Source: an optimization exercise on an open RTL-to-GDS flow (aim: a short achievable clock period and few clock cycles). Production flows keep margins and buffers that such runs may drop. Where RTL was checked, it was by simulation tests only, not by an equivalence proof against the original. No activity file was given, so power comes from the tool's default toggle rates.

==> module register_file, before the edit <==
module register_file (
	input  logic                clk,
	input  logic                rst_n,
	input  logic [31:1]         rs_sel,
	input  logic [31:1]         rt_sel,
	input  logic [31:1]         wr_sel,    
	input  mips_pkg::word_t     wr_data,
	output mips_pkg::word_t     rs_data,
	output mips_pkg::word_t     rt_data
);
	mips_pkg::word_t regs [0:31];  
	always_ff @(posedge clk or negedge rst_n) begin
		if (!rst_n) begin
			for (int i = 1; i < 32; i++) begin
				regs[i] <= '0;
			end
		end else begin
			for (int i = 1; i < 32; i++) begin
				if (wr_sel[i]) regs[i] <= wr_data;
			end
		end
	end
	logic [31:0] rs_sel_x, rt_sel_x;
	assign rs_sel_x = {rs_sel, 1'b0};
	assign rt_sel_x = {rt_sel, 1'b0};
	mips_pkg::word_t rs_g [4], rt_g [4];
	for (genvar g = 0; g < 4; g++) begin : g_grp
		mips_pkg::word_t v [8];
		for (genvar j = 0; j < 8; j++) begin : g_v
			assign v[j] = (8*g + j == 0) ? '0 : regs[8*g + j];
		end
		rf_read8 u_rs (.sel ({rs_sel_x[8*g+7 -: 8]}), .v0 (v[0]), .v1 (v[1]), .v2 (v[2]), .v3 (v[3]),
		               .v4 (v[4]), .v5 (v[5]), .v6 (v[6]), .v7 (v[7]), .q (rs_g[g]));
		rf_read8 u_rt (.sel ({rt_sel_x[8*g+7 -: 8]}), .v0 (v[0]), .v1 (v[1]), .v2 (v[2]), .v3 (v[3]),
		               .v4 (v[4]), .v5 (v[5]), .v6 (v[6]), .v7 (v[7]), .q (rt_g[g]));
	end
	assign rs_data  = rs_g[0] | rs_g[1] | rs_g[2] | rs_g[3];
	assign rt_data  = rt_g[0] | rt_g[1] | rt_g[2] | rt_g[3];
endmodule
==> module rf_read8, before the edit <==
module rf_read8 (
	input  logic [7:0]      sel,
	input  mips_pkg::word_t v0,
	input  mips_pkg::word_t v1,
	input  mips_pkg::word_t v2,
	input  mips_pkg::word_t v3,
	input  mips_pkg::word_t v4,
	input  mips_pkg::word_t v5,
	input  mips_pkg::word_t v6,
	input  mips_pkg::word_t v7,
	output mips_pkg::word_t q
);
	assign q = ({word_w{sel[0]}} & v0) | ({word_w{sel[1]}} & v1) | ({word_w{sel[2]}} & v2) |
	           ({word_w{sel[3]}} & v3) | ({word_w{sel[4]}} & v4) | ({word_w{sel[5]}} & v5) |
	           ({word_w{sel[6]}} & v6) | ({word_w{sel[7]}} & v7);
endmodule
clock: 8.0 ns
lec_check: 0
cap_margin: 40
core_margin: 2
core_utilization: 52
setup_slack_margin: 5
slew_margin: 40
synth_hierarchical: 1
synth_minimum_keep_size: 0
tns_end_percent: 5
run.sh (not shown) runs the stock make flow with config.mk's settings and CLKGATE_MAP_FILE= SYNTH_SCRIPT=/design/flow/synth_recipe.tcl, a recipe that flattens the netlist after the stock synthesis.
Then changed:
--- a/flow/design.v
+++ b/flow/design.v
@@ -172,38 +172,14 @@
 			end
 		end
 	end
-	logic [31:0] rs_sel_x, rt_sel_x;
-	assign rs_sel_x = {rs_sel, 1'b0};
-	assign rt_sel_x = {rt_sel, 1'b0};
-	mips_pkg::word_t rs_g [4], rt_g [4];
-	for (genvar g = 0; g < 4; g++) begin : g_grp
-		mips_pkg::word_t v [8];
-		for (genvar j = 0; j < 8; j++) begin : g_v
-			assign v[j] = (8*g + j == 0) ? '0 : regs[8*g + j];
+	always_comb begin
+		rs_data = '0;
+		rt_data = '0;
+		for (int i = 1; i < 32; i++) begin
+			rs_data = rs_data | ({word_w{rs_sel[i]}} & regs[i]);
+			rt_data = rt_data | ({word_w{rt_sel[i]}} & regs[i]);
 		end
-		rf_read8 u_rs (.sel ({rs_sel_x[8*g+7 -: 8]}), .v0 (v[0]), .v1 (v[1]), .v2 (v[2]), .v3 (v[3]),
-		               .v4 (v[4]), .v5 (v[5]), .v6 (v[6]), .v7 (v[7]), .q (rs_g[g]));
-		rf_read8 u_rt (.sel ({rt_sel_x[8*g+7 -: 8]}), .v0 (v[0]), .v1 (v[1]), .v2 (v[2]), .v3 (v[3]),
-		               .v4 (v[4]), .v5 (v[5]), .v6 (v[6]), .v7 (v[7]), .q (rt_g[g]));
 	end
-	assign rs_data  = rs_g[0] | rs_g[1] | rs_g[2] | rs_g[3];
-	assign rt_data  = rt_g[0] | rt_g[1] | rt_g[2] | rt_g[3];
-endmodule
-module rf_read8 (
-	input  logic [7:0]      sel,
-	input  mips_pkg::word_t v0,
-	input  mips_pkg::word_t v1,
-	input  mips_pkg::word_t v2,
-	input  mips_pkg::word_t v3,
-	input  mips_pkg::word_t v4,
-	input  mips_pkg::word_t v5,
-	input  mips_pkg::word_t v6,
-	input  mips_pkg::word_t v7,
-	output mips_pkg::word_t q
-);
-	assign q = ({word_w{sel[0]}} & v0) | ({word_w{sel[1]}} & v1) | ({word_w{sel[2]}} & v2) |
-	           ({word_w{sel[3]}} & v3) | ({word_w{sel[4]}} & v4) | ({word_w{sel[5]}} & v5) |
-	           ({word_w{sel[6]}} & v6) | ({word_w{sel[7]}} & v7);
 endmodule
 module zero_flags (
 	input  logic                clk,
After rerunning: The new run finished clean; non-clock buffer count came out higher by 166; worst hold slack hardly moves; design area grows slightly; core utilization climbs by 2.7 points; maximum frequency climbs by a few percent; clock power came out lower slightly; worst setup slack is better by 97 ps; clock skew came out higher by 16 ps; power goes down by about a fifth; area after synthesis went down by a few percent; register-to-register slack improves by 97 ps.
Testbench counts after the change, summed over its fixed seeds: cycles 84,597.
The RTL of the first run of this note was laid out without a check of its function.

-- re-timing with driven ports --
The flow's constraints put no driver on any port. The routed layouts listed below were extracted and timed again, unchanged, in two steps.
Step 1: set_driving_cell puts a clkbuf_16 on clk and a buf_2 on each other input, an assumption about the parent block.
Step 2 times the ports against the registers' clock, not the clock port: input delays grow and output delays shrink by t, the midpoint of the rising clock arrivals with the driver on.
Slacks: ideal / step 1 / step 2; pairs: ideal / step 1.
| run | shift t [ns] | setup WS [ns] | worst setup path after step 2 | clock arrival spread, ns | worst data-port slew with drivers (ns) |
|---|---|---|---|---|---|
| the first run | 0.946 | 3.965 / 3.562 / 3.120 | input to register | 0.043 / 0.042 | 0.62 |
| the second run | 0.954 | 4.062 / 3.940 / 3.361 | input to register | 0.060 / 0.059 | 0.30 |
After both steps setup and hold are still met in every run listed. For the first run, which loses most, drivers alone change the setup slack by -0.403 ns; drivers and shift together by -0.845 ns.
